From an optimization exercise on the open Yosys and OpenROAD flow, aimed at small area and a short achievable clock period; shortcuts taken in it are not production practice. Function was checked by simulation only, so behaviour that the tests miss may differ from the original. Power and IR drop assume default switching activity.

Setup of old:
## scalar_mem_bank
module scalar_mem_bank #(
  parameter int                DATA_W   = 8,
  parameter int                ADDR_W   = 8,
  parameter int                DEPTH    = 256,
  parameter int                WAIT_CYC = 1,
  parameter logic [ADDR_W-1:0] RO_BASE  = '0,
  parameter logic [ADDR_W-1:0] RO_LIMIT = ADDR_W'(8'h2F)
) (
  input  logic              clk,
  input  logic              rst,
  input  logic [ADDR_W-1:0] addr,
  input  logic              rd,
  input  logic              wrt,
  input  logic [DATA_W-1:0] wdata,
  output logic [DATA_W-1:0] rdata,
  output logic              rdy,
  output logic              err,
  output logic              busy,
  input  logic              ld_en,
  input  logic [ADDR_W-1:0] ld_addr,
  input  logic [DATA_W-1:0] ld_data
);
Size: roughly 7,300 cells after synthesis, roughly 2,200 flip-flops, ~48 I/O pins, about 0.083 sq mm of cells after synthesis.
==> flow/config.mk <==
export PLATFORM = sky130hd
export DESIGN_NAME = scalar_mem_bank
export DESIGN_NICKNAME = scalar_mem_bank
export VERILOG_FILES = /design/flow/design.v
export SDC_FILE = /design/flow/constraint.sdc
export NUM_CORES = 4
export LEC_CHECK = 0
export CAP_MARGIN = 20
export CORE_MARGIN = 2
export CORE_UTILIZATION = 50
export CTS_CLUSTER_DIAMETER = 60
export CTS_CLUSTER_SIZE = 30
export PLACE_DENSITY = 0.7
export SETUP_SLACK_MARGIN = 2.7
export SLEW_MARGIN = 20
export SYNTH_HIERARCHICAL = 1
==> flow/constraint.sdc <==
create_clock -name core_clock -period 5.0 [get_ports {clk}]
set_input_delay 1.0000 -clock core_clock [delete_from_list [all_inputs] [get_ports {clk}]]
set_output_delay 1.0000 -clock core_clock [all_outputs]
set_load 0.01 [all_outputs]
standard.sh (not shown) runs the stock make flow with config.mk's settings and CLKGATE_MAP_FILE= SYNTH_SCRIPT=/design/flow/synth_recipe.tcl, a recipe that flattens the netlist after the stock synthesis.
==> flow/flow/run.sh <==
#!/bin/bash
set -euo pipefail
export BUFFER_PORTS_ARGS="-buffer_cell sky130_fd_sc_hd__buf_4"
export CTS_ARGS="-sink_clustering_enable -repair_clock_nets -sink_clustering_size 30 -sink_clustering_max_diameter 60 -dont_use_dummy_load"
bash standard.sh > standard_make.log 2>&1
[inputs] new vs old
- CTS_CLUSTER_SIZE now 16, was 30
- CTS_CLUSTER_DIAMETER now 40, was 60
==> flow/flow/run.sh <==
#!/bin/bash
set -euo pipefail
export BUFFER_PORTS_ARGS="-buffer_cell sky130_fd_sc_hd__buf_4"
export CTS_ARGS="-sink_clustering_enable -repair_clock_nets -sink_clustering_size 16 -sink_clustering_max_diameter 40 -dont_use_dummy_load -buf_list sky130_fd_sc_hd__clkbuf_16 -sink_clustering_buffer sky130_fd_sc_hd__clkbuf_8"
bash standard.sh > standard_make.log 2>&1
==> results.txt <==
- Data arrival time of the critical path: new and old compared, lower one is old
- First-pass iteration count of the detailed router: lower on new
- Global-route usage: new > old
- Relative to old, the part of the power in the clock network of new is higher by 4.8 points.
- The run showing the smaller overall power after layout is old.
- Sequential share of layout area on new is down relative to old.

---

The RTL this note starts from:
==> flow/design.v <==
module scalar_mem_bank #(
  parameter int                DATA_W   = 8,
  parameter int                ADDR_W   = 8,
  parameter int                DEPTH    = 256,
  parameter int                WAIT_CYC = 1,
  parameter logic [ADDR_W-1:0] RO_BASE  = '0,
  parameter logic [ADDR_W-1:0] RO_LIMIT = ADDR_W'(8'h2F)
) (
  input  logic              clk,
  input  logic              rst,
  input  logic [ADDR_W-1:0] addr,
  input  logic              rd,
  input  logic              wrt,
  input  logic [DATA_W-1:0] wdata,
  output logic [DATA_W-1:0] rdata,
  output logic              rdy,
  output logic              err,
  output logic              busy,
  input  logic              ld_en,
  input  logic [ADDR_W-1:0] ld_addr,
  input  logic [DATA_W-1:0] ld_data
);
  if (DATA_W != 8 || ADDR_W != 8 || DEPTH != 256 || WAIT_CYC != 1 ||
      RO_BASE != 8'h00 || RO_LIMIT != 8'h2F) begin : g_bad_param
    $error("scalar_mem_bank: only the default configuration is implemented");
  end
  logic        w_q;        
  logic        r_q;        
  logic        idle_q;     
  logic        nrdn_q;     
  logic        pl_q;       
  logic        pw_q;       
  logic        perr_q;     
  logic [31:0] nh_q;       
  logic [63:0] nlr_q;      
  logic [15:0] hw_q;       
  logic [15:0] lo_q;       
  logic [15:0] nlo_q;      
  logic [7:0]  wd_q;
  logic [7:0]  rdata_q;
  logic        rdy_q, err_q, busy_q;
  logic [7:0]  mem_q [256];
  logic [7:0]  mem_d [256];
  logic        wr_ok;
  logic [15:0] hwe, nhwe;
  logic [255:0] rl;
  logic [7:0]  rd_d;
  logic        strobe, nstrobe, acc, rd1, wr1, ld1, rdq, wrq, ldq, wq;
  logic [3:0]  rdq_y;
  logic [3:0]  p10, p32, q76, h76, h54, s10, s32;
  logic [7:0]  q543;
  logic [3:0]  lo_sel, hi_sel;
  logic [63:0] nlr_d;
  logic [15:0] nh_d0, nh_d1, lo_d, nlo_d, hw_d;
  assign strobe  = rd || wrt;
  assign nstrobe = !strobe;
  smb_and2 u_acc (.a(rst), .b(idle_q), .y(acc));
  assign rd1 = rd && !wrt;
  assign wr1 = wrt && !rd;
  assign ld1 = ld_en && nstrobe;
  smb_and2 u_rdq (.a(acc), .b(rd1), .y(rdq));
  smb_and2 u_wrq (.a(acc), .b(wr1), .y(wrq));
  smb_and2 u_ldq (.a(acc), .b(ld1), .y(ldq));
  assign wq = acc && !rd && (wrt || ld_en);
  assign lo_sel = strobe ? addr[3:0] : ld_addr[3:0];
  assign hi_sel = strobe ? addr[7:4] : ld_addr[7:4];
  for (genvar j = 0; j < 4; j++) begin : g_pre
    smb_dec2 #(.SEL(j)) u_p10 (.a(addr[1:0]), .y(p10[j]));
    smb_dec2 #(.SEL(j)) u_p32 (.a(addr[3:2]), .y(p32[j]));
    smb_dec2 #(.SEL(j)) u_q76 (.a(addr[7:6]), .y(q76[j]));
    smb_dec2 #(.SEL(j)) u_s10 (.a(lo_sel[1:0]), .y(s10[j]));
    smb_dec2 #(.SEL(j)) u_s32 (.a(lo_sel[3:2]), .y(s32[j]));
    smb_dec2 #(.SEL(j)) u_h76 (.a(hi_sel[3:2]), .y(h76[j]));
    smb_dec2 #(.SEL(j)) u_h54 (.a(hi_sel[1:0]), .y(h54[j]));
    smb_and3 u_ry (.a(acc), .b(rd1), .c(q76[j]), .y(rdq_y[j]));
  end
  for (genvar j = 0; j < 8; j++) begin : g_q543
    smb_dec3 #(.SEL(j)) u (.a(addr[5:3]), .y(q543[j]));
  end
  for (genvar i = 0; i < 16; i++) begin : g_dec
    for (genvar y = 0; y < 4; y++) begin : g_nlr
      smb_nand3 u_nlr (.a(rdq_y[y]), .b(p10[i%4]), .c(p32[i/4]), .y(nlr_d[16*y+i]));
    end
    smb_nand2 u_nh0  (.a(q76[i/4]), .b(q543[2*(i%4)]),   .y(nh_d0[i]));
    smb_nand2 u_nh1  (.a(q76[i/4]), .b(q543[2*(i%4)+1]), .y(nh_d1[i]));
    smb_and2  u_lo   (.a(s10[i%4]), .b(s32[i/4]), .y(lo_d[i]));
    smb_nand2 u_nlo  (.a(s10[i%4]), .b(s32[i/4]), .y(nlo_d[i]));
    if (i >= 3) begin : g_hw
      smb_and3 u_hw (.a(wq), .b(h76[i/4]), .c(h54[i%4]), .y(hw_d[i]));
    end else begin : g_hwp
      smb_and4 u_hw (.a(wq), .b(h76[i/4]), .c(h54[i%4]), .d(nstrobe), .y(hw_d[i]));
    end
  end
  always_ff @(posedge clk) begin
    w_q    <= rdq || wrq;
    r_q    <= rst && w_q;
    idle_q <= !(rst && (w_q || (idle_q && (rd ^ wrt))));
    busy_q <= rst && !idle_q;
    rdy_q  <= rst && r_q;
    nrdn_q <= !rdq;
    pl_q   <= ldq;
    pw_q   <= wrq && q76[0] && !(addr[5] && addr[4]);    
    perr_q <= rst && pw_q;
    err_q  <= rst && ((idle_q && rd && wrt) || (ld_en && !(idle_q && nstrobe)) || perr_q);
    wd_q   <= strobe ? wdata : ld_data;
    for (int i = 0; i < 16; i++) begin
      nh_q[i]     <= nh_d0[i];
      nh_q[16+i]  <= nh_d1[i];
      lo_q[i]     <= lo_d[i];
      nlo_q[i]    <= nlo_d[i];
      hw_q[i]     <= hw_d[i];
    end
    nlr_q   <= nlr_d;
    rdata_q <= rd_d;
  end
  assign wr_ok = rst || pl_q;
  assign hwe   = hw_q & {16{wr_ok}};
  assign nhwe  = ~hwe;
  for (genvar w = 0; w < 256; w++) begin : g_word
    logic wl, hl;
    smb_lines u_lines (.nh(nh_q[16*((w/8)%2)+w/16]), .nhw(nhwe[w/16]), .hw(hwe[w/16]),
                       .lo(lo_q[w%16]), .nlo(nlo_q[w%16]), .nlr(nlr_q[16*(w/64)+w%16]), .rl(rl[w]), .wl(wl), .hl(hl));
    smb_cell8 u_cell (.q(mem_q[w]), .wd(wd_q), .load(wl), .hold(hl), .d(mem_d[w]));
    always_ff @(posedge clk) mem_q[w] <= mem_d[w];
  end
  logic nrst;
  assign nrst = !rst;
  for (genvar b = 0; b < 8; b++) begin : g_rd
    logic [31:0] l2;
    logic [15:0] l3;
    logic [3:0]  l4;
    logic [1:0]  l5;
    logic        nhold;
    for (genvar k = 0; k < 32; k++) begin : g_l2
      logic [7:0] q8;
      for (genvar j = 0; j < 8; j++) begin : g_q
        assign q8[j] = mem_q[8*k+j][b];
      end
      smb_rd8 u (.rl(rl[8*k+7:8*k]), .q(q8), .y(l2[k]));
    end
    for (genvar k = 0; k < 16; k++) begin : g_l3
      smb_nor2 u (.a(l2[2*k]), .b(l2[2*k+1]), .y(l3[k]));
    end
    for (genvar k = 0; k < 4; k++) begin : g_l4
      smb_nand4 u (.a(l3[4*k]), .b(l3[4*k+1]), .c(l3[4*k+2]), .d(l3[4*k+3]), .y(l4[k]));
    end
    smb_nor2  u_l5a (.a(l4[0]), .b(l4[1]), .y(l5[0]));
    smb_nor2  u_l5b (.a(l4[2]), .b(l4[3]), .y(l5[1]));
    smb_nand2 u_hold (.a(nrdn_q), .b(rdata_q[b]), .y(nhold));
    smb_a31oi u_l6 (.a1(l5[0]), .a2(l5[1]), .a3(nhold), .b1(nrst), .y(rd_d[b]));
  end
  assign rdata = rdata_q;
  assign rdy   = rdy_q;
  assign err   = err_q;
  assign busy  = busy_q;
endmodule
module smb_lines (
  input  logic nh, nhw, hw, lo, nlo, nlr,
  output logic rl, wl, hl
);
  assign rl = !(nh || nlr);
  assign wl = !(nhw || nlo);
  assign hl = !(hw && lo);
endmodule
module smb_cell8 (
  input  logic [7:0] q,
  input  logic [7:0] wd,
  input  logic       load,
  input  logic       hold,
  output logic [7:0] d
);
  assign d = (q & {8{hold}}) | (wd & {8{load}});
endmodule
module smb_rd8 (input logic [7:0] rl, input logic [7:0] q, output logic y);
  logic [3:0] z;
  assign z = ~((rl[7:4] & q[7:4]) | (rl[3:0] & q[3:0]));
  assign y = ~&z;
endmodule
module smb_and2 (input logic a, b, output logic y);
  assign y = a && b;
endmodule
module smb_and3 (input logic a, b, c, output logic y);
  assign y = a && b && c;
endmodule
module smb_and4 (input logic a, b, c, d, output logic y);
  assign y = a && b && c && d;
endmodule
module smb_nand3 (input logic a, b, c, output logic y);
  assign y = !(a && b && c);
endmodule
module smb_dec2 #(parameter int SEL = 0) (input logic [1:0] a, output logic y);
  assign y = (a == 2'(SEL));
endmodule
module smb_dec3 #(parameter int SEL = 0) (input logic [2:0] a, output logic y);
  assign y = (a == 3'(SEL));
endmodule
module smb_nand4 (input logic a, b, c, d, output logic y);
  assign y = !(a && b && c && d);
endmodule
module smb_nand2 (input logic a, b, output logic y);
  assign y = !(a && b);
endmodule
module smb_nor2 (input logic a, b, output logic y);
  assign y = !(a || b);
endmodule
module smb_a31oi (input logic a1, a2, a3, b1, output logic y);
  assign y = !((a1 && a2 && a3) || b1);
endmodule
Settings: LEC_CHECK=0, CAP_MARGIN=20, CORE_MARGIN=2, CORE_UTILIZATION=50, CTS_CLUSTER_DIAMETER=60, CTS_CLUSTER_SIZE=30, SETUP_SLACK_MARGIN=2.7, SLEW_MARGIN=20, SYNTH_HIERARCHICAL=1; clock period 5.0 ns.
==> flow/flow/run.sh <==
#!/bin/bash
set -euo pipefail
export BUFFER_PORTS_ARGS="-buffer_cell sky130_fd_sc_hd__buf_4"
export CTS_ARGS="-sink_clustering_enable -repair_clock_nets -sink_clustering_size 30 -sink_clustering_max_diameter 60 -dont_use_dummy_load"
bash standard.sh > standard_make.log 2>&1
The starting point finished with timing, DRC and antenna clean.
Next try:
--- a/flow/flow/run.sh
+++ b/flow/flow/run.sh
@@ -3 +2,0 @@
-export BUFFER_PORTS_ARGS="-buffer_cell sky130_fd_sc_hd__buf_4"
After rerunning: Die area is unchanged; global-route usage increases by 0.18 points; combinational power goes up by a few percent; non-clock buffer count went up by 15; total power came out higher slightly; hold slack gains 0.058 ns; final area rose slightly.

static timing again, ports no longer ideal:
In the flow no input, the clock included, has a driving cell. The finished layouts below were timed again as built, in two steps. Step 1: set_driving_cell puts a clkbuf_16 on clk and a buf_2 on each other input, an assumption about the parent block. Step 2 also shifts input and output timing later by t, the mid clock arrival at the registers, as if the neighbouring blocks saw the same clock. Slacks: no drivers / after step 1 / after step 2; pairs: no drivers / after step 1.
run | t, ns | setup WS [ns] | latest minus earliest clock arrival (ns)
old | 0.831 | 2.489 / 2.489 / 1.878 | 0.157 / 0.156
new | 0.955 | 2.571 / 2.517 / 1.735 | 0.092 / 0.092
the first run of note 2 | 0.877 | 2.549 / 2.549 / 1.757 | 0.067 / 0.067
the second run of note 2 | 0.883 | 2.585 / 2.585 / 1.856 | 0.074 / 0.075
After both steps every run listed still meets setup and hold. For new, which loses most, drivers alone change the setup slack by -0.054 ns; drivers and shift together by -0.836 ns.
